From an optimization exercise on the open Yosys and OpenROAD flow, aimed at small area; shortcuts taken in it are not production practice. In this exercise RTL edits were held to simulation tests only and were not proved equivalent to the original. In runs 1 and 3 the design's own scripts or RTL, not TritonCTS, make the clock network. The clock port is modelled as an ideal driver, which makes a skipped or thinned clock tree look cheaper than it is; a real chip needs a root buffer or a tree. Power is estimated from default activity; no workload was simulated.

==> flow/config.mk <==
export PLATFORM = sky130hd
export DESIGN_NAME = lcm_reg_bank
export DESIGN_NICKNAME = lcm_reg_bank
export VERILOG_FILES = /design/flow/design.v
export SDC_FILE = /design/flow/constraint.sdc
export NUM_CORES = 4
export LEC_CHECK = 0
export CAP_MARGIN = 20
export CORE_AREA = 5 5 250 250
export DIE_AREA = 0 0 255 255
export SLEW_MARGIN = 20
==> flow/constraint.sdc <==
create_clock -name core_clock -period 5.0 [get_ports {clk}]
set_input_delay 1.0000 -clock core_clock [delete_from_list [all_inputs] [get_ports {clk}]]
set_output_delay 1.0000 -clock core_clock [all_outputs]
set_load 0.01 [all_outputs]
==> flow/design.v <==
module lcm_reg_bank #(
   parameter int                  NUM_REGS   = 16,
   parameter int                  DATA_W     = 64,
   parameter int                  ADDR_W     = 8,
   parameter logic [NUM_REGS-1:0] PULSE_MASK = 16'h00A4,
   parameter int                  PULSE_LEN  = 1,
   parameter logic [7:0]          LMID       = 8'd31
) (
   input  logic                         clk,
   input  logic                         rst_n,
   input  logic                         wr_valid,
   output logic                         wr_ready,
   input  logic [ADDR_W-1:0]            wr_addr,
   input  logic [DATA_W-1:0]            wr_data,
   input  logic [DATA_W/8-1:0]          wr_be,
   output logic                         wr_err,
   input  logic                         rd_valid,
   input  logic [ADDR_W-1:0]            rd_addr,
   output logic                         rd_data_valid,
   output logic [DATA_W-1:0]            rd_data,
   output logic                         rd_err,
   output logic [NUM_REGS*DATA_W-1:0]   reg_flat,
   output logic [NUM_REGS-1:0]          reg_upd
);
   localparam int BE_W = DATA_W / 8;
   localparam logic [DATA_W-1:0] ID_VAL = DATA_W'({8'(NUM_REGS), LMID});
   logic [DATA_W-1:0]   regs_q [NUM_REGS];
   logic                wr_ready_q, wr_err_q;
   logic [NUM_REGS-1:0] reg_upd_q, wsel;
   logic                rd_data_valid_q, rd_err_q;
   logic [DATA_W-1:0]   rd_data_q, rd_data_d;
   logic                wr_acc, wr_lo, rd_lo;
   logic [NUM_REGS-1:0] rsel;
   logic [DATA_W-1:0]   wr_mask;
   always_comb begin
      wr_acc = wr_valid && wr_ready_q;
      wr_lo  = (wr_addr[ADDR_W-1:4] == '0);
      rd_lo  = (rd_addr[ADDR_W-1:4] == '0);
      for (int b = 0; b < BE_W; b++)
         wr_mask[8*b +: 8] = {8{wr_be[b]}};
      for (int i = 0; i < NUM_REGS; i++) begin
         wsel[i] = (i != 0) && wr_acc && wr_lo && (wr_addr[3:0] == 4'(i));
         rsel[i] = rd_valid && rd_lo && (rd_addr[3:0] == 4'(i));
      end
      rd_data_d = {DATA_W{!rd_valid}} & rd_data_q;
      rd_data_d = rd_data_d | ({DATA_W{rsel[0]}} & ID_VAL);
      for (int i = 1; i < NUM_REGS; i++)
         rd_data_d = rd_data_d | ({DATA_W{rsel[i]}} & regs_q[i]);
   end
   always_ff @(posedge clk or negedge rst_n) begin
      if (!rst_n) begin
         wr_ready_q      <= 1'b0;
         wr_err_q        <= 1'b0;
         reg_upd_q       <= '0;
         rd_data_valid_q <= 1'b0;
         rd_data_q       <= '0;
         rd_err_q        <= 1'b0;
      end else begin
         wr_ready_q      <= 1'b1;
         wr_err_q        <= wr_acc && !(|wsel);
         reg_upd_q       <= wsel;
         rd_data_valid_q <= rd_valid;
         rd_data_q       <= rd_data_d;
         rd_err_q        <= rd_valid && !rd_lo;
      end
   end
   assign regs_q[0] = '0;
   for (genvar g = 1; g < NUM_REGS; g++) begin : g_reg
      logic [DATA_W-1:0] q, d;
      if (PULSE_MASK[g]) begin : g_pulse
         assign d = {DATA_W{wsel[g]}} & ((wr_data & wr_mask) | (q & ~wr_mask));
      end else begin : g_plain
         assign d = ({DATA_W{wsel[g]}} & wr_mask & wr_data) | (~({DATA_W{wsel[g]}} & wr_mask) & q);
      end
      always_ff @(posedge clk or negedge rst_n) begin
         if (!rst_n) q <= '0;
         else        q <= d;
      end
      assign regs_q[g] = q;
   end
   for (genvar g = 0; g < NUM_REGS; g++) begin : g_flat
      assign reg_flat[g*DATA_W +: DATA_W] = regs_q[g];
   end
   assign wr_ready      = wr_ready_q;
   assign wr_err        = wr_err_q;
   assign reg_upd       = reg_upd_q;
   assign rd_data_valid = rd_data_valid_q;
   assign rd_data       = rd_data_q;
   assign rd_err        = rd_err_q;
endmodule
==> flow/flow/run.sh <==
#!/bin/bash
# Own layout flow:
#  1. the standard synthesis (standard.sh synth), unchanged;
#  2. remap.py replaces its combinational logic by a hand-mapped netlist of the
#     same function; every flip-flop instance is kept as synthesis made it;
#  3. the standard ORFS layout, with buf_1 port buffers, pins one track apart
#     (so that a smaller die holds them) and, in the CTS step, a hand-built
#     clock tree (clktree.tcl, via pre_cts.tcl) instead of TritonCTS, and a
#     rebuilt reset buffer tree (rsttree.tcl); the resizer may not use the
#     largest buffers (dontuse.tcl).
set -euo pipefail
W=$PWD
R=orfs/results/${FLOW_PLATFORM}/lcm_reg_bank/base
bash standard.sh synth > flow_synth.log 2>&1
cp $R/1_2_yosys.v $R/1_2_yosys_std.v
python3 flow/remap.py $R/1_2_yosys_std.v $R/1_2_yosys_remap.v > flow_remap.log 2>&1
cp $R/1_2_yosys_remap.v $R/1_2_yosys.v
rm -f $R/1_synth.odb $R/1_synth.sdc
export CT_LEAF_MAX=18 CT_FAN_MAX=8
export RT_LEAF_MAX=60 RT_LEAF_CELL=sky130_fd_sc_hd__buf_4 RT_FAN_MAX=8 RT_MID_CELL=sky130_fd_sc_hd__buf_4
export CT_LEAF_CELL=sky130_fd_sc_hd__clkbuf_8 CT_MID_CELL=sky130_fd_sc_hd__clkbuf_8 CT_ROOT_CELL=sky130_fd_sc_hd__clkbuf_8
bash standard.sh "BUFFER_PORTS_ARGS=-buffer_cell sky130_fd_sc_hd__buf_1" \
  "PLACE_PINS_ARGS=-min_distance 1 -min_distance_in_tracks" \
  "PRE_CTS_TCL=$W/flow/pre_cts.tcl" \
  "PRE_GLOBAL_PLACE_TCL=$W/flow/dontuse.tcl" "PRE_GLOBAL_ROUTE_TCL=$W/flow/dontuse.tcl" \
  finish > flow_finish.log 2>&1
==> flow/flow/clktree.tcl <==
# Build the clock tree by hand: recursive bisection of the flip-flops into
# clusters, one clock buffer per cluster at its centre, then the same for the
# buffers of each level until one root buffer remains, driven by the clock
# port. Sourced in place of clock_tree_synthesis on a placed design.
proc ct_env {name default} {
  if {[info exists ::env($name)] && $::env($name) ne ""} { return $::env($name) }
  return $default
}
set ct_leaf_max [ct_env CT_LEAF_MAX 24]
set ct_fan_max  [ct_env CT_FAN_MAX 8]
set ct_leaf_cell [ct_env CT_LEAF_CELL sky130_fd_sc_hd__clkbuf_4]
set ct_mid_cell  [ct_env CT_MID_CELL sky130_fd_sc_hd__clkbuf_8]
set ct_root_cell [ct_env CT_ROOT_CELL sky130_fd_sc_hd__clkbuf_16]

proc ct_split {items nmax} {
  set n [llength $items]
  if {$n <= $nmax} { return [list $items] }
  set k [expr {($n + $nmax - 1) / $nmax}]
  set xs {}; set ys {}
  foreach it $items { lappend xs [lindex $it 0]; lappend ys [lindex $it 1] }
  set xs [lsort -integer $xs]; set ys [lsort -integer $ys]
  set dx [expr {[lindex $xs end] - [lindex $xs 0]}]
  set dy [expr {[lindex $ys end] - [lindex $ys 0]}]
  set ix [expr {$dx >= $dy ? 0 : 1}]
  set s [lsort -integer -index $ix $items]
  # k groups in all: k/2 of them on the low side
  set kl [expr {$k / 2}]
  set h [expr {($n * $kl + $k / 2) / $k}]
  return [concat [ct_split [lrange $s 0 [expr {$h - 1}]] $nmax] [ct_split [lrange $s $h end] $nmax]]
}

set block [ord::get_db_block]
set db [ord::get_db]
set clknet [$block findNet clk]
set core [$block getCoreArea]
set site_w 460
set row_h 2720

proc ct_place {inst x y} {
  global core
  set m [$inst getMaster]
  set w [$m getWidth]; set h [$m getHeight]
  set x [expr {max([$core xMin], min([$core xMax] - $w, $x - $w / 2))}]
  set y [expr {max([$core yMin], min([$core yMax] - $h, $y - $h / 2))}]
  $inst setLocation $x $y
  $inst setPlacementStatus PLACED
}

# sinks: every input pin on the clock net
set items {}
foreach it [$clknet getITerms] {
  if {[[$it getMTerm] getIoType] ne "INPUT"} continue
  set bb [[$it getInst] getBBox]
  lappend items [list [expr {([$bb xMin] + [$bb xMax]) / 2}] [expr {([$bb yMin] + [$bb yMax]) / 2}] $it]
}
puts "clktree: [llength $items] sinks"

set level 0
set nmax $ct_leaf_max
set cell $ct_leaf_cell
while {1} {
  set groups [ct_split $items $nmax]
  if {[llength $groups] == 1 && $level > 0 && [llength $items] <= 4} { break }
  set next {}
  set gi 0
  foreach grp $groups {
    set sx 0; set sy 0
    foreach it $grp { set sx [expr {$sx + [lindex $it 0]}]; set sy [expr {$sy + [lindex $it 1]}] }
    set cx [expr {$sx / [llength $grp]}]; set cy [expr {$sy / [llength $grp]}]
    set c $cell
    if {[llength $groups] == 1} { set c $ct_root_cell }
    set inst [odb::dbInst_create $block [$db findMaster $c] "clktree_${level}_$gi"]
    set net [odb::dbNet_create $block "clktree_net_${level}_$gi"]
    $net setSigType CLOCK
    foreach it $grp {
      set iterm [lindex $it 2]
      $iterm disconnect
      $iterm connect $net
    }
    [$inst findITerm X] connect $net
    ct_place $inst $cx $cy
    lappend next [list $cx $cy [$inst findITerm A]]
    incr gi
  }
  puts "clktree: level $level, [llength $groups] buffers of $c"
  set items $next
  incr level
  set nmax $ct_fan_max
  set cell $ct_mid_cell
  if {[llength $groups] == 1} { break }
}
foreach it $items { [lindex $it 2] connect $clknet }

# Optional leaf sizing: with the tree legalised and placement parasitics,
# give each leaf buffer the smallest cell of CT_LEAF_CELLS that keeps its
# flip-flop clock pins under CT_SLEW_MAX (the largest cell if none does).
set ct_slew_max [ct_env CT_SLEW_MAX 0]
if {$ct_slew_max > 0} {
  detailed_placement
  set_propagated_clock [all_clocks]
  estimate_parasitics -placement
  proc ct_pins_slew {pins} {
    set w 0
    foreach p $pins {
      foreach k {slew_max_rise slew_max_fall} {
        set s [get_property $p $k]
        if {$s > $w} { set w $s }
      }
    }
    return $w
  }
  set ct_cells [ct_env CT_LEAF_CELLS "sky130_fd_sc_hd__clkbuf_2 sky130_fd_sc_hd__clkbuf_4 sky130_fd_sc_hd__clkbuf_8 sky130_fd_sc_hd__clkbuf_16"]
  array set ct_count {}
  foreach inst [get_cells clktree_0_*] {
    set pins [get_pins -of_objects [get_nets -of_objects [get_pins -of_objects $inst -filter "direction==output"]] -filter "direction==input"]
    foreach c $ct_cells {
      replace_cell $inst $c
      if {[ct_pins_slew $pins] <= $ct_slew_max} break
    }
    incr ct_count($c)
  }
  puts "clktree: leaf cells [array get ct_count], worst clock pin slew [ct_pins_slew [get_pins */CLK]]"
}
==> flow/flow/dontuse.tcl <==
# Keep the resizer to small buffers: the large ones are added to the
# platform's don't-use list for this step (sourced as a PRE_*_TCL hook).
append ::env(DONT_USE_CELLS) " sky130_fd_sc_hd__buf_8 sky130_fd_sc_hd__buf_12 sky130_fd_sc_hd__buf_16 sky130_fd_sc_hd__bufbuf_8 sky130_fd_sc_hd__bufbuf_16 sky130_fd_sc_hd__clkbuf_16"
==> flow/flow/pre_cts.tcl <==
# Replace clock_tree_synthesis by hand-built trees: first the reset net's
# buffer tree is rebuilt (rsttree.tcl), then the clock tree is built
# (clktree.tcl) instead of TritonCTS's.
set ::ct_dir [file dirname [file normalize [info script]]]
source [file join $::ct_dir dontuse.tcl]
rename clock_tree_synthesis ct_unused_clock_tree_synthesis
proc clock_tree_synthesis {args} {
  uplevel #0 [list source [file join $::ct_dir rsttree.tcl]]
  uplevel #0 [list source [file join $::ct_dir clktree.tcl]]
  set_propagated_clock [all_clocks]
}
==> flow/flow/remap.py <==
#!/usr/bin/env python3
"""Replace the combinational logic of the standard synthesis netlist with a
hand-mapped sky130hd netlist of the same function.

Every flip-flop instance of the standard netlist is kept as it is (name, cell,
clock, reset and Q net); only the net on its D pin changes. Each flop is
identified by the output port bit its Q pin drives.

usage: remap.py IN.v OUT.v
"""
import re
import sys

P = 'sky130_fd_sc_hd__'
PULSE = {2, 5, 7}
ID_VAL = (16 << 8) | 31
NREG = 16
DW = 64

src = open(sys.argv[1]).read()
m = re.search(r'module\s+lcm_reg_bank\s*\((.*?)\);', src, re.S)
header = m.group(0)
decls = re.findall(r'^\s*(input|output)\s+(\[\d+:\d+\]\s+)?(\w+)\s*;', src, re.M)

flops = []
for cell, name, body in re.findall(r'(' + P + r'df\w+)\s+(\S+)\s*\((.*?)\);', src, re.S):
    pins = dict(re.findall(r'\.(\w+)\(([^()]*)\)', body))
    flops.append((cell, name, {k: v.strip() for k, v in pins.items()}))

lines = []
wires = set()
cnt = [0]


def w(name):
    wires.add(name)
    return name


def cell(typ, **pins):
    cnt[0] += 1
    conn = ', '.join('.%s(%s)' % (k, v) for k, v in pins.items())
    lines.append('  %s%s rm_%d_ (%s);' % (P, typ, cnt[0], conn))


def g(typ, out, outpin='Y', **pins):
    pins[outpin] = w(out)
    cell(typ, **pins)
    return out


# ---------------------------------------------------------------- write side
g('nand2_1', 'w_rdy_n', A='wr_valid', B='wr_ready')        # !wacc
g('inv_1', 'w_acc', A='w_rdy_n')
# wr_addr[7:4] == 0
g('nor4_1', 'w_lo', A='wr_addr[4]', B='wr_addr[5]', C='wr_addr[6]', D='wr_addr[7]')
g('nand2_1', 'w_en_n', A='w_acc', B='w_lo')                # !(wacc & lo)
for k in range(4):
    g('inv_1', 'wa_n%d' % k, A='wr_addr[%d]' % k)
# predecode low pair, active-low: pl_n[v] = !(en & a[1:0]==v)
for v in range(4):
    a0 = 'wr_addr[0]' if v & 1 else 'wa_n0'
    a1 = 'wr_addr[1]' if v & 2 else 'wa_n1'
    g('nand3_1', 'wpl_n%d' % v, A=a0, B=a1, C='w_en')
g('inv_1', 'w_en', A='w_en_n')
for v in range(4):
    a2 = 'wr_addr[2]' if v & 1 else 'wa_n2'
    a3 = 'wr_addr[3]' if v & 2 else 'wa_n3'
    g('nand2_1', 'wph_n%d' % v, A=a2, B=a3)
for r in range(1, NREG):
    g('nor2_1', 'wsel%d' % r, A='wpl_n%d' % (r & 3), B='wph_n%d' % (r >> 2))
    if r in PULSE:
        g('inv_1', 'wsel_n%d' % r, A='wsel%d' % r)
# wr_err: accepted and (addr >= 16 or addr == 0)
g('nor2_1', 'w_hit0_n', A='wpl_n0', B='wph_n0')             # en & addr==0
g('a21oi_1', 'w_err_n', A1='w_acc', A2='w_hi', B1='w_hit0_n')
g('inv_1', 'w_hi', A='w_lo')
g('inv_1', 'd_wr_err', A='w_err_n')
for i in range(DW):
    g('nand2_1', 'wdbe_n%d' % i, A='wr_data[%d]' % i, B='wr_be[%d]' % (i // 8))
for r in range(1, NREG):
    for b in range(8):
        # hn: byte b of register r is not written with its enable
        g('nand2_1', 'hn%d_%d' % (r, b), A='wsel%d' % r, B='wr_be[%d]' % b)
        if r in PULSE:   # keep the old byte only while written without its enable
            g('nor2_1', 'hold%d_%d' % (r, b), A='wr_be[%d]' % b, B='wsel_n%d' % r)
    for i in range(DW):
        q = 'reg_flat[%d]' % (r * DW + i)
        hn = 'hn%d_%d' % (r, i // 8)
        hold = 'hold%d_%d' % (r, i // 8) if r in PULSE else hn
        t = g('nand2_1', 'kq%d_%d' % (r, i), A=q, B=hold)
        g('o21ai_0', 'd_reg%d_%d' % (r, i), A1=hn, A2='wdbe_n%d' % i, B1=t)

# ----------------------------------------------------------------- read side
g('nor4_1', 'r_lo', A='rd_addr[4]', B='rd_addr[5]', C='rd_addr[6]', D='rd_addr[7]')
g('nand2_1', 'r_en_n', A='rd_valid', B='r_lo')
g('inv_1', 'r_en', A='r_en_n')
g('inv_1', 'rv_n', A='rd_valid')
g('nor2_1', 'd_rd_err', A='rv_n', B='r_lo')                  # rd_valid & !lo
for k in range(4):
    g('inv_1', 'ra_n%d' % k, A='rd_addr[%d]' % k)
for v in range(4):
    a0 = 'rd_addr[0]' if v & 1 else 'ra_n0'
    a1 = 'rd_addr[1]' if v & 2 else 'ra_n1'
    g('nand3_1', 'rpl_n%d' % v, A=a0, B=a1, C='r_en')
for v in range(4):
    a2 = 'rd_addr[2]' if v & 1 else 'ra_n2'
    a3 = 'rd_addr[3]' if v & 2 else 'ra_n3'
    g('nand2_1', 'rph_n%d' % v, A=a2, B=a3)
for r in range(NREG):
    g('nor2_1', 'rsel%d' % r, A='rpl_n%d' % (r & 3), B='rph_n%d' % (r >> 2))
g('inv_1', 'rsel_n0', A='rsel0')
groups = [(1, 2, 3), (4, 5, 6), (7, 8, 9), (10, 11, 12), (13, 14, 15)]
for i in range(DW):
    ys = []
    for grp in groups:
        pins = {}
        for pin, r in zip('ABC', grp):
            pins[pin + '1'] = 'rsel%d' % r
            pins[pin + '2'] = 'reg_flat[%d]' % (r * DW + i)
        ys.append(g('a222oi_1', 'ry%d_%d' % (grp[0], i), **pins))
    if (ID_VAL >> i) & 1:
        u = g('nand3_1', 'ru%d' % i, A=ys[3], B=ys[4], C='rsel_n0')
    else:
        u = g('nand2_1', 'ru%d' % i, A=ys[3], B=ys[4])
    v = g('a21oi_1', 'rv%d' % i, A1='rv_n', A2='rd_data[%d]' % i, B1=u)
    g('nand4_1', 'd_rd%d' % i, A=ys[0], B=ys[1], C=ys[2], D=v)

# --------------------------------------------------------------- constants
g('conb_1', 'one', outpin='HI')
const_out = ['reg_flat[%d]' % i for i in range(DW)] + ['reg_upd[0]']
for k, o in enumerate(const_out):
    cnt[0] += 1
    lines.append('  %sconb_1 rm_tie%d_ (.LO(%s));' % (P, k, o))


# ------------------------------------------------------------------ flops
def dnet(q):
    mm = re.match(r'(\w+)(?:\[(\d+)\])?$', q)
    base, idx = mm.group(1), mm.group(2)
    idx = None if idx is None else int(idx)
    if base == 'reg_flat':
        r, i = divmod(idx, DW)
        assert r >= 1
        return 'd_reg%d_%d' % (r, i)
    if base == 'rd_data':
        return 'd_rd%d' % idx
    if base == 'reg_upd':
        assert idx >= 1
        return 'wsel%d' % idx
    return {'wr_ready': 'one', 'wr_err': 'd_wr_err', 'rd_data_valid': 'rd_valid',
            'rd_err': 'd_rd_err'}[base]


seen = set()
flop_lines = []
for c, name, pins in flops:
    q = pins['Q']
    assert q not in seen, q
    seen.add(q)
    pins = dict(pins)
    pins['D'] = dnet(q)
    conn = ', '.join('.%s(%s)' % (k, v) for k, v in pins.items())
    flop_lines.append('  %s %s (%s);' % (c, name, conn))
assert len(seen) == 15 * DW + DW + 15 + 4, len(seen)

out = ['/* hand-mapped combinational logic around the standard synthesis flops */', header]
for d, rng, n in decls:
    out.append('  %s %s%s;' % (d, rng or '', n))
    out.append('  wire %s%s;' % (rng or '', n))
for n in sorted(wires):
    if '[' not in n:
        out.append('  wire %s;' % n)
out += flop_lines + lines + ['endmodule', '']
open(sys.argv[2], 'w').write('\n'.join(out))
print('flops', len(flop_lines), 'cells', len(lines))
==> flow/flow/rsttree.tcl <==
# Rebuild the buffer tree of the reset net by hand, as clktree.tcl does for the
# clock: the placed design's reset buffers (below the port's own input buffer)
# are removed, the reset pins are split into clusters by recursive bisection,
# and each cluster gets one small buffer at its centre; the same again for the
# buffers until few enough remain for the port buffer to drive.
proc rt_env {name default} {
  if {[info exists ::env($name)] && $::env($name) ne ""} { return $::env($name) }
  return $default
}
set rt_leaf_max  [rt_env RT_LEAF_MAX 40]
set rt_fan_max   [rt_env RT_FAN_MAX 8]
set rt_leaf_cell [rt_env RT_LEAF_CELL sky130_fd_sc_hd__buf_2]
set rt_mid_cell  [rt_env RT_MID_CELL sky130_fd_sc_hd__buf_4]
set rt_top_max   [rt_env RT_TOP_MAX 4]

set rt_block [ord::get_db_block]
set rt_db [ord::get_db]
set rt_core [$rt_block getCoreArea]

proc rt_is_buf {inst} {
  return [regexp {__(buf|clkbuf)_[0-9]+$} [[$inst getMaster] getName]]
}
proc rt_out {inst} {
  foreach o [$inst getITerms] { if {[$o isOutputSignal]} { return $o } }
  return NULL
}
# the port's input buffer and the net it drives
set rt_pnet [$rt_block findNet rst_n]
set rt_pbuf NULL
foreach it [$rt_pnet getITerms] {
  if {[$it isInputSignal] && [rt_is_buf [$it getInst]]} { set rt_pbuf [$it getInst] }
}
if {$rt_pbuf eq "NULL"} { error "rsttree: no input buffer on rst_n" }
set rt_root [[rt_out $rt_pbuf] getNet]
# walk the tree below it
set rt_sinks {}
set rt_dead {}
set rt_todo [list $rt_root]
while {[llength $rt_todo]} {
  set net [lindex $rt_todo 0]; set rt_todo [lrange $rt_todo 1 end]
  foreach it [$net getITerms] {
    if {![$it isInputSignal]} continue
    set inst [$it getInst]
    if {[rt_is_buf $inst]} {
      lappend rt_dead $inst
      lappend rt_todo [[rt_out $inst] getNet]
    } else {
      lappend rt_sinks $it
    }
  }
}

proc rt_split {items nmax} {
  set n [llength $items]
  if {$n <= $nmax} { return [list $items] }
  set k [expr {($n + $nmax - 1) / $nmax}]
  set xs {}; set ys {}
  foreach it $items { lappend xs [lindex $it 0]; lappend ys [lindex $it 1] }
  set xs [lsort -integer $xs]; set ys [lsort -integer $ys]
  set dx [expr {[lindex $xs end] - [lindex $xs 0]}]
  set dy [expr {[lindex $ys end] - [lindex $ys 0]}]
  set ix [expr {$dx >= $dy ? 0 : 1}]
  set s [lsort -integer -index $ix $items]
  set kl [expr {$k / 2}]
  set h [expr {($n * $kl + $k / 2) / $k}]
  return [concat [rt_split [lrange $s 0 [expr {$h - 1}]] $nmax] [rt_split [lrange $s $h end] $nmax]]
}
proc rt_place {inst x y} {
  global rt_core
  set m [$inst getMaster]
  set w [$m getWidth]; set h [$m getHeight]
  set x [expr {max([$rt_core xMin], min([$rt_core xMax] - $w, $x - $w / 2))}]
  set y [expr {max([$rt_core yMin], min([$rt_core yMax] - $h, $y - $h / 2))}]
  $inst setLocation $x $y
  $inst setPlacementStatus PLACED
}

proc rt_area {m} { return [expr {[$m getWidth] * [$m getHeight]}] }
set rt_old 0
foreach inst $rt_dead { set rt_old [expr {$rt_old + [rt_area [$inst getMaster]]}] }
# area of the new tree: the number of clusters on each level
set rt_n [llength $rt_sinks]
set rt_new 0
set nmax $rt_leaf_max
set cell $rt_leaf_cell
while {$rt_n > $rt_top_max} {
  set k [expr {($rt_n + $nmax - 1) / $nmax}]
  set rt_new [expr {$rt_new + $k * [rt_area [$rt_db findMaster $cell]]}]
  set rt_n $k
  set nmax $rt_fan_max
  set cell $rt_mid_cell
}
puts "rsttree: [llength $rt_dead] buffers of area [expr {$rt_old / 1e6}] on the reset net, a new tree would take [expr {$rt_new / 1e6}]"
if {$rt_new < $rt_old} {
set rt_deadnets {}
foreach inst $rt_dead { lappend rt_deadnets [[rt_out $inst] getNet] }
foreach inst $rt_dead { odb::dbInst_destroy $inst }
foreach net $rt_deadnets { odb::dbNet_destroy $net }
puts "rsttree: removed [llength $rt_dead] buffers, [llength $rt_sinks] sinks"
set items {}
foreach it $rt_sinks {
  $it disconnect
  set bb [[$it getInst] getBBox]
  lappend items [list [expr {([$bb xMin] + [$bb xMax]) / 2}] [expr {([$bb yMin] + [$bb yMax]) / 2}] $it]
}
set level 0
set nmax $rt_leaf_max
set cell $rt_leaf_cell
while {[llength $items] > $rt_top_max} {
  set groups [rt_split $items $nmax]
  set next {}
  set gi 0
  foreach grp $groups {
    set sx 0; set sy 0
    foreach it $grp { set sx [expr {$sx + [lindex $it 0]}]; set sy [expr {$sy + [lindex $it 1]}] }
    set cx [expr {$sx / [llength $grp]}]; set cy [expr {$sy / [llength $grp]}]
    set inst [odb::dbInst_create $rt_block [$rt_db findMaster $cell] "rsttree_${level}_$gi"]
    set net [odb::dbNet_create $rt_block "rsttree_net_${level}_$gi"]
    foreach it $grp { [lindex $it 2] connect $net }
    [$inst findITerm X] connect $net
    rt_place $inst $cx $cy
    lappend next [list $cx $cy [$inst findITerm A]]
    incr gi
  }
  puts "rsttree: level $level, [llength $groups] buffers of $cell"
  set items $next
  incr level
  set nmax $rt_fan_max
  set cell $rt_mid_cell
}
foreach it $items { [lindex $it 2] connect $rt_root }
}
==> flow/standard.sh <==
#!/bin/bash
# synth_recipe.tcl (not shown) runs the flow's synth.tcl, then flattens the netlist and writes it again
# the make line also repeats each setting of config.mk as NAME=value (left out here)
make -C /OpenROAD-flow-scripts/flow DESIGN_CONFIG=/design/flow/config.mk WORK_HOME=/design/flow/orfs CLKGATE_MAP_FILE= SYNTH_SCRIPT=/design/flow/synth_recipe.tcl "${@:-finish}"
==> metrics list, run 1 <==
- 1200 I/O pins were placed.
- The via count of the first global-routing pass came to 37.1k.
- Reg clk slew, reported paths: 0.11 ns
* I/O Buffers: 1134
- The worst setup path is launched from a primary input.
- Worst slew margin: 24.5%
* Resized cells post-CTS: 0
* Share of power burned in the clock network: 29.3%
* Power dissipated by switching net loads: 3.10 mW
- Row generation in the floorplan step produced 89 rows.
- Timing would allow up to 260 MHz.
- Worst EP arrival: 4.44 ns
* Nets in the synthesized netlist: 3914
- Yosys warns: 2
* Source of the worst register-to-register timing path: wr_ready_q$_DFF_PN0_
- The core region is 59200 sq um.
* Vias per inst: 6.87
- Along the worst path, the maximum fanout reaches 16.
* Die Width: 255 microns
- Post-Synthesis Cell Area: 40000 sq um
- GP Congestion: 1.08
* CP endpoint kind: flop
- Area of combinational cells with multiple inputs: 14000 sq um
* Number of cells traversed by the worst register-to-register path: 9
- Initial core utilization: 67.5%
- Leftover overflow at the end of global routing: 0
- The clock arrives with 0.0343 ns of skew.
- The final count of pins violating max slew came to 0.
- The clock reaches the later pin of the worst-skew pair after 0.75 ns.
- Wire length of the first global-routing pass: 251000 microns
* CP Class: in2reg
- Period minus WS final: 3.85 ns
- DR WL/cell: 30.1 microns
- From bottom edge to top edge, the die measures 255 microns.
- Switching Fraction: 24.1%
- The critical path starts at wr_addr[4].
* Max-cap check violation count: 0
- Per-instance average area after synthesis: 10.5 sq um
- At the pin with the least slew margin, the transition time is 1.13 ns.
- The HPWL after detailed placement is 125000 microns.
- Of the available clock period, the critical path in the final layout requires 77.0%.
- Summed over all cells, the static leakage comes to 20.4 nW.
- DRC violation count after routing: 0
- The internal power of the cells totals 9.77 mW.
- Routed wire length: 177000 microns
* Total Power: 12.9 mW
- Across the VDD grid, the largest voltage drop is 249 uV.
- Cell count after synthesis: 3822
* Overall routing resource usage: 52.0%
- Gate power share: 4.4%
* Antenna viol nets, final: 0
- In this run the post-CTS setup repair buffer count came out at 0.
- Final hold viol count: 0
- # setup viols final: 0
- For the worst setup path, the data required time is 5.59 ns.
- Sequential power share: 66.3%
- The initial antenna violation count is 16.
* Final net count: 5193
* Cell area power density: 275 nW/um^2
- Entering global routing, the biggest net connects 59 pins.
- Across the whole layout, storage elements account for 26100 sq um.
- Summed over all failing endpoints, the final setup total negative slack is 0 ns.
* Layout-stage area growth over the synthesis result: 17.0%
- Filler instances: 4174
- Initial DRC Count: 7548
- First-pass iteration count of the detailed router: 14
- After clock tree synthesis, the flow added hold-fix buffers numbering 0.
- Setup repair after global routing missed its margin: false
* Die outline area: 65000 sq um
- The run finished with no timing, DRC or antenna violations.
- Tightest Hold Check Type: in2reg
* Share of layout cells above drive strength 1: 3.47%
- Vias post-DR: 40.4k
- Slack of the worst reg-to-reg path: 1.81 ns
-- how the worst min path moves through the flow --
stage	startpoint	to	slack (ns)	cells past startpoint
2_1_floorplan	flop	flop	0.53	2
3_3_place_gp	flop	flop	0.48	2
3_5_place_dp	flop	flop	0.49	2
4_1_cts	rd_valid	rd_data_valid_q$_DFF_PN0_	0.40	1
5_1_grt	rd_valid	rd_data_valid_q$_DFF_PN0_	0.44	1
6_report	rd_valid	rd_data_valid_q$_DFF_PN0_	0.41	1
-- layout by cell type (no fill, tap or decap) --
cell type / instances
sky130_fd_sc_hd__nand3_1: 14
sky130_fd_sc_hd__clkbuf_2: 2
sky130_fd_sc_hd__nor2_4: 15
sky130_fd_sc_hd__o21ai_0: 960
sky130_fd_sc_hd__inv_1: 17
sky130_fd_sc_hd__nor2_1: 27
sky130_fd_sc_hd__clkbuf_4: 1
sky130_fd_sc_hd__a222oi_1: 320
sky130_fd_sc_hd__dfrtp_1: 1043
sky130_fd_sc_hd__nand2_1: 1213
sky130_fd_sc_hd__clkbuf_8: 67
sky130_fd_sc_hd__buf_1: 1131
sky130_fd_sc_hd__nand4_1: 64
sky130_fd_sc_hd__buf_2: 35
sky130_fd_sc_hd__clkinv_2: 1
sky130_fd_sc_hd__a21oi_1: 65
sky130_fd_sc_hd__nor2_2: 15
sky130_fd_sc_hd__conb_1: 66
sky130_fd_sc_hd__diode_2: 10
sky130_fd_sc_hd__buf_4: 41
sky130_fd_sc_hd__nor4_1: 2
-- power groups by stage --
stage / Combinational, mW / Sequential, mW / Clock [mW]
4_1_cts: 0.539 / 8.53 / 3.73
2_1_floorplan: 0.133 / 8.71 / 0
6_report: 0.566 / 8.53 / 3.77
3_5_place_dp: 0.547 / 8.69 / 0
3_3_place_gp: 0.538 / 8.69 / 0
5_1_grt: 0.613 / 8.54 / 4.02
-- critical path: stages --
cell and delay, ns:
sky130_fd_sc_hd__buf_1 0.08, sky130_fd_sc_hd__nor4_1 0.91, sky130_fd_sc_hd__nand2_1 0.11, sky130_fd_sc_hd__inv_1 0.15
sky130_fd_sc_hd__nand3_1 0.21, sky130_fd_sc_hd__nor2_2 0.90, sky130_fd_sc_hd__nand2_1 0.68, sky130_fd_sc_hd__nand2_1 0.27
sky130_fd_sc_hd__o21ai_0 0.12
-- stage by stage --
stage | hold slack (ns) | std cells | util, % | cell area [sq um] | setup WS (ns)
after global routing | 0.444 | 5877 | 79.0 | 46800 | 1.24
after global placement | 0.483 | 5825 | 77.6 | 45900 | 1.06
after detailed placement | 0.492 | 5825 | 77.6 | 45900 | 0.924
final | 0.411 | 5882 | 79.0 | 46800 | 1.15
after CTS | 0.400 | 5872 | 79.0 | 46800 | 1.68
after floorplan | 0.534 | 3822 | - | 40000 | 0.717
-- layer usage --
layer  track usage, %  part of all wire (%)
met5             6.67                  0.36
met4             34.7                   9.5
met3             31.1                    19
met2             70.1                    40
met1             62.3                    31
-- cell type report --
cell class,instances,share of cell area [%]
diodes,10,0.0535
plain buffers,88,2.31
inverters,18,0.147
multi-input cells,2761,29.9
flip-flops and latches,1043,55.8
well taps,773,2.07
repair buffers,1189,9.80
==> run 2: changes to the inputs <==
--- a/flow/flow/run.sh
+++ b/flow/flow/run.sh
@@ -16,7 +16,7 @@
 python3 flow/remap.py $R/1_2_yosys_std.v $R/1_2_yosys_remap.v > flow_remap.log 2>&1
 cp $R/1_2_yosys_remap.v $R/1_2_yosys.v
 rm -f $R/1_synth.odb $R/1_synth.sdc
-export CT_LEAF_MAX=18 CT_FAN_MAX=8
+export CT_LEAF_MAX=18 CT_FAN_MAX=6
 export RT_LEAF_MAX=60 RT_LEAF_CELL=sky130_fd_sc_hd__buf_4 RT_FAN_MAX=8 RT_MID_CELL=sky130_fd_sc_hd__buf_4
 export CT_LEAF_CELL=sky130_fd_sc_hd__clkbuf_8 CT_MID_CELL=sky130_fd_sc_hd__clkbuf_8 CT_ROOT_CELL=sky130_fd_sc_hd__clkbuf_8
 bash standard.sh "BUFFER_PORTS_ARGS=-buffer_cell sky130_fd_sc_hd__buf_1" \
--- a/flow/config.mk
+++ b/flow/config.mk
@@ -6,6 +6,6 @@
 export NUM_CORES = 4
 export LEC_CHECK = 0
 export CAP_MARGIN = 20
-export CORE_AREA = 5 5 250 250
-export DIE_AREA = 0 0 255 255
+export CORE_AREA = 5 5 243 243
+export DIE_AREA = 0 0 248 248
 export SLEW_MARGIN = 20
==> run 2 against run 1 <==
Effect of this change:
- the run now fails in 5_1_grt
- synthesized cell count did not move
- area after synthesis did not move
==> metrics list, run 2 <==
* Run status: aborted with a tool error
* Halt point of the flow: 5_1_grt
* Error message: [ERROR GRT-0116] Global routing finished with congestion. Check the congestion regions in the DRC Viewer.
- Buffers inserted to repair hold after CTS numbered 0.
- Post-Synthesis Cell Area: 40000 sq um
* Initial core utilization: 71.1%
* Via count of the first global-routing pass: 42.5k
- In the synthesized netlist, the number of instances is 3822.
- Across every metal layer, demand over resource in global routing totals 59.5%.
* Detailed placement HPWL: 128000 microns
* Top-level port count: 1200
- Entering global routing, the biggest net connects 59 pins.
* Post-CTS setup-driven buffer insertion count: 0
- GP Congestion: 1.04
- The die is 248 microns wide.
- Wire length of the first global-routing pass: 268000 microns
* Resized cells post-CTS: 0
* Die height: 248 microns
- Placement row count: 87
- Pre-CTS WS: 1.04 ns
* Yosys warns: 2
* I/O Buffers: 1134
- Counting every net in the synthesized netlist gives 3914.
- The average instance in the mapped netlist occupies 10.5 sq um.
- Leftover overflow at the end of global routing: 1
[run 2: worst max path at each step]
stage / from / end / slack [ns] / cells after the start
floorplan: rd_addr[4] / rd_data_q[0]$_DFF_PN0_ / 0.72 / 9
global placement: wr_addr[4] / flop / 1.12 / 10
CTS: wr_addr[4] / flop / 1.69 / 10
detailed placement: wr_addr[4] / flop / 1.04 / 10
[run 2: stage by stage]
stage          std cells  cell area (sq um)
4_1_cts             5869              46900
3_5_place_dp        5818              46000
3_3_place_gp        5818              46000
2_1_floorplan       3822              40000
[run 2: power groups by stage]
stage	Combinational, mW	Sequential [mW]	Clock (mW)
after detailed placement	0.554	8.70	0
after CTS	0.544	8.54	3.77
after global placement	0.541	8.70	0
after floorplan	0.133	8.71	0
[run 2: metal layers]
metal | GRT overflow | global-route usage (%)
met1 | 0 | 65.8
met4 | 0 | 47.3
met2 | 1 | 79.2
met3 | 0 | 39.6
met5 | 0 | 6.60
==> run 3: changes to the inputs <==
--- a/flow/flow/run.sh
+++ b/flow/flow/run.sh
@@ -7,7 +7,7 @@
 #     (so that a smaller die holds them) and, in the CTS step, a hand-built
 #     clock tree (clktree.tcl, via pre_cts.tcl) instead of TritonCTS, and a
 #     rebuilt reset buffer tree (rsttree.tcl); the resizer may not use the
-#     largest buffers (dontuse.tcl).
+#     largest buffers (dontuse.tcl); the constant outputs share one tie cell.
 set -euo pipefail
 W=$PWD
 R=orfs/results/${FLOW_PLATFORM}/lcm_reg_bank/base
@@ -16,11 +16,12 @@
 python3 flow/remap.py $R/1_2_yosys_std.v $R/1_2_yosys_remap.v > flow_remap.log 2>&1
 cp $R/1_2_yosys_remap.v $R/1_2_yosys.v
 rm -f $R/1_synth.odb $R/1_synth.sdc
-export CT_LEAF_MAX=18 CT_FAN_MAX=6
+export CT_LEAF_MAX=18 CT_FAN_MAX=8
 export RT_LEAF_MAX=60 RT_LEAF_CELL=sky130_fd_sc_hd__buf_4 RT_FAN_MAX=8 RT_MID_CELL=sky130_fd_sc_hd__buf_4
 export CT_LEAF_CELL=sky130_fd_sc_hd__clkbuf_8 CT_MID_CELL=sky130_fd_sc_hd__clkbuf_8 CT_ROOT_CELL=sky130_fd_sc_hd__clkbuf_8
 bash standard.sh "BUFFER_PORTS_ARGS=-buffer_cell sky130_fd_sc_hd__buf_1" \
   "PLACE_PINS_ARGS=-min_distance 1 -min_distance_in_tracks" \
   "PRE_CTS_TCL=$W/flow/pre_cts.tcl" \
   "PRE_GLOBAL_PLACE_TCL=$W/flow/dontuse.tcl" "PRE_GLOBAL_ROUTE_TCL=$W/flow/dontuse.tcl" \
+  SKIP_REPAIR_TIE_FANOUT=1 \
   finish > flow_finish.log 2>&1
--- a/flow/flow/remap.py
+++ b/flow/flow/remap.py
@@ -129,9 +129,9 @@
 # --------------------------------------------------------------- constants
 g('conb_1', 'one', outpin='HI')
 const_out = ['reg_flat[%d]' % i for i in range(DW)] + ['reg_upd[0]']
-for k, o in enumerate(const_out):
-    cnt[0] += 1
-    lines.append('  %sconb_1 rm_tie%d_ (.LO(%s));' % (P, k, o))
+g('conb_1', 'zero', outpin='LO')
+for o in const_out:
+    lines.append('  assign %s = zero;' % o)
 
 
 # ------------------------------------------------------------------ flops
--- a/flow/config.mk
+++ b/flow/config.mk
@@ -6,6 +6,6 @@
 export NUM_CORES = 4
 export LEC_CHECK = 0
 export CAP_MARGIN = 20
-export CORE_AREA = 5 5 243 243
-export DIE_AREA = 0 0 248 248
+export CORE_AREA = 5 5 250 250
+export DIE_AREA = 0 0 255 255
 export SLEW_MARGIN = 20
==> run 3 against run 2 <==
Effect of this change:
- now clean on timing, DRC and antenna
- synthesized cell count shrank 1.7%
- area after synthesis is 0.60% lower
==> metrics list, run 3 <==
* Final net count: 5135
- Die height: 255 microns
- Run status: timing/DRC/antenna clean
- The min-delay analysis places its worst path in the category in2reg.
- In this run, flip-flops and latches consume 66.2% of the power.
- Buffer and inverter count on the worst path: 2
- The initialized floorplan defines 89 standard-cell rows.
* Reg clk slew, reported paths: 0.12 ns
- Layout-stage area growth over the synthesis result: 17.3%
- Detailed placement HPWL: 126000 microns
- Measured against its own limit, the worst slew margin works out to 15.2%.
* Top library cells by usage in the layout, fill and taps aside: 1213 x sky130_fd_sc_hd__nand2_1, 1131 x sky130_fd_sc_hd__buf_1, 1043 x sky130_fd_sc_hd__dfrtp_1
- Detailed routing inserted a total of 41.2k vias.
- In the routed layout, each cell is associated on average with a via count of 7.07.
- Initial DRC Count: 9013
- In this run the worst path has a maximum fanout of 16.
- The core region is 59200 sq um.
- Post-Synthesis Cell Area: 39800 sq um
* Most common cell after layout, fill and taps aside: sky130_fd_sc_hd__nand2_1
- The slowest stage of the critical path belongs to the cell sky130_fd_sc_hd__nor2_2.
* Fin Hold WS: 0.404 ns
- Of the cells placed in the final design, the portion with a size suffix greater than 1 is 3.63%.
- CP startpoint kind: primary input
- Resized cells post-CTS: 0
- For this run, the top clock speed supported by timing is 266 MHz.
* Met1 layer usage reported by global route: 66.0%
* First-pass iteration count of the detailed router: 17
* DR WL/cell: 31.0 microns
* Quantity of hold-fixing buffers added after cts: 0
- For met2 alone, demand over resource in global routing was 68.1%.
- The initial antenna violation count was 14.
- Once the floorplan was initialized, standard cells occupied 67.1% of the core.
- Per-instance average area after synthesis: 10.6 sq um
- At the worst endpoint, the required time is 5.60 ns.
- Cell area power density: 277 nW/um^2
* Leftover overflow at the end of global routing: 0
- Global routing used 53.2% of the available tracks across all layers.
- Most repeated library cell on the critical path: sky130_fd_sc_hd__nand2_1
- Post-CTS setup-driven buffer insertion count: 0
- Gate power share: 4.4%
* CP Class: in2reg
- Share of power burned in the clock network: 29.4%
- Static power due to leakage: 20.2 nW
- After detailed routing, the total wire length is 181000 microns.
- Clk latency of the worst-skew pair: 0.77 ns
- Wire length of the first global-routing pass: 254000 microns
- CP endpoint kind: flop
* Via count of the first global-routing pass: 37.9k
* DRC violation count after routing: 0
* Switching Fraction: 24.2%
- Cell family with most CP delay: simple AND/OR/NAND/NOR gates
- The finished cells cover 46600 sq um.
* Worst slew pin tran: 1.27 ns
- Busiest layer in global routing: met2
- Pins Over Slew Limit: 0
* Die Width: 255 microns
* Worst EP arrival: 4.36 ns
* Max-cap check violation count: 0
- Power dissipated by switching net loads: 3.13 mW
- The placed instances occupy a cell area of 45700 sq um.
* Crit share post-route: 75.2%
- Total internal power: 9.77 mW
- The largest single stage delay on the critical path is 1.04 ns.
* Antenna viol nets, final: 0
* Largest net degree at the start of global routing: 66
- Traced cell by cell, the critical path runs through buf_1, nor4_1, nand2_1, inv_1, nand3_1, nor2_2, nand2_1, nand2_1, o21ai_0.
* Fin Clk Skew: 0.0417 ns
* GP Congestion: 1.06
- For the final routed database, the setup TNS stands at 0 ns.
* Top-level port count: 1200
- The number of nets in the synthesized netlist is 3850.
* Yosys warns: 2
- GR met3 Demand/Resource: 32.8%
- The die covers 65000 sq um.
- The total count of hold-check failures in the final report is 0.
* Post-Route Utilization: 78.7%
* Setup repair after global routing missed its margin: false
- After technology mapping, the gate count stands at 3758.
- Period minus WS final: 3.76 ns
* # setup viols final: 0
* Maximum vdd drop: 243 uV
- During placement, the flow inserted port buffers numbering 1134.
## run 3: metal layers
| metal | part of all wire [%] | vias to the layer above |
|---|---|---|
| met5 | 0.45 | - |
| met4 | 9.8 | 34 |
| met3 | 21 | 1010 |
| met2 | 38 | 4285 |
| li1 | - | 16400 |
| met1 | 31 | 19500 |
## run 3: final timing paths
path	start	endpoint	slack (ns)	cells after the start
min in group asynchronous	rst_n	asynchronous set/reset pin	0.89	3
max in group asynchronous	rst_n	asynchronous set/reset pin	3.56	3
min	rd_valid	rd_data_valid_q$_DFF_PN0_	0.40	1
max	wr_addr[4]	flop	1.24	9
min reg2reg	flop	flop	0.52	2
max reg2reg	wr_ready_q$_DFF_PN0_	flop	1.61	9
## run 3: area by class of cell
| type | count | area, sq um |
|---|---|---|
| sequential | 1043 | 26100 |
| multi-input combinational | 2697 | 13800 |
| fill | 4244 | 12600 |
| timing repair buffer | 1195 | 4640 |
| buffer | 88 | 1080 |
| tap | 773 | 967 |
| inverter | 18 | 67.6 |
| antenna | 11 | 27.5 |
## run 3: power by group through the flow
stage / Clock [mW] / Sequential, mW / Combinational, mW
global placement: 0 / 8.70 / 0.549
detailed placement: 0 / 8.70 / 0.558
finish: 3.79 / 8.54 / 0.572
floorplan: 0 / 8.71 / 0.133
CTS: 3.73 / 8.53 / 0.548
global route: 4.02 / 8.54 / 0.616
## run 3: stage by stage
step           power [mW]  instances  worst slack, ns
2_1_floorplan        8.84       3758            0.717
3_5_place_dp         9.25       5765            0.837
6_report             12.9       5825             1.24
3_3_place_gp         9.24       5765            0.918
4_1_cts              12.8       5813             1.59
5_1_grt              13.2       5823             1.23

[separate check: timing with driven ports]
The flow's constraints put no driver on any port. The routed layouts listed below were extracted and timed again, unchanged, in two steps.
Step 1 assumes that a clkbuf_16 drives the clock port and a buf_2 every other input.
Step 2 moves the port delays by t, midway between the first and last clock arrival at a register: inputs arrive t later, outputs are due t later. That takes back most of the time a late clock gives input paths.
Three values: ideal, step 1, step 2; two values: the first two.
| run | t, ns | slack for setup (ns) | hold slack, ns | worst setup path after step 2 | slew at the worst register clock pin (ns) |
|---|---|---|---|---|---|
| run 1 | 0.807 | 1.150 / 1.193 / 0.386 | 0.411 / 0.369 / 0.516 | input to register | 0.12 / 0.12 |
| run 3 | 0.817 | 1.239 / 1.283 / 0.466 | 0.404 / 0.362 / 0.516 | input to register | 0.12 / 0.12 |
After both steps every run listed still meets setup and hold. For run 3, which loses most, drivers alone change the setup slack by +0.044 ns; drivers and shift together by -0.773 ns.
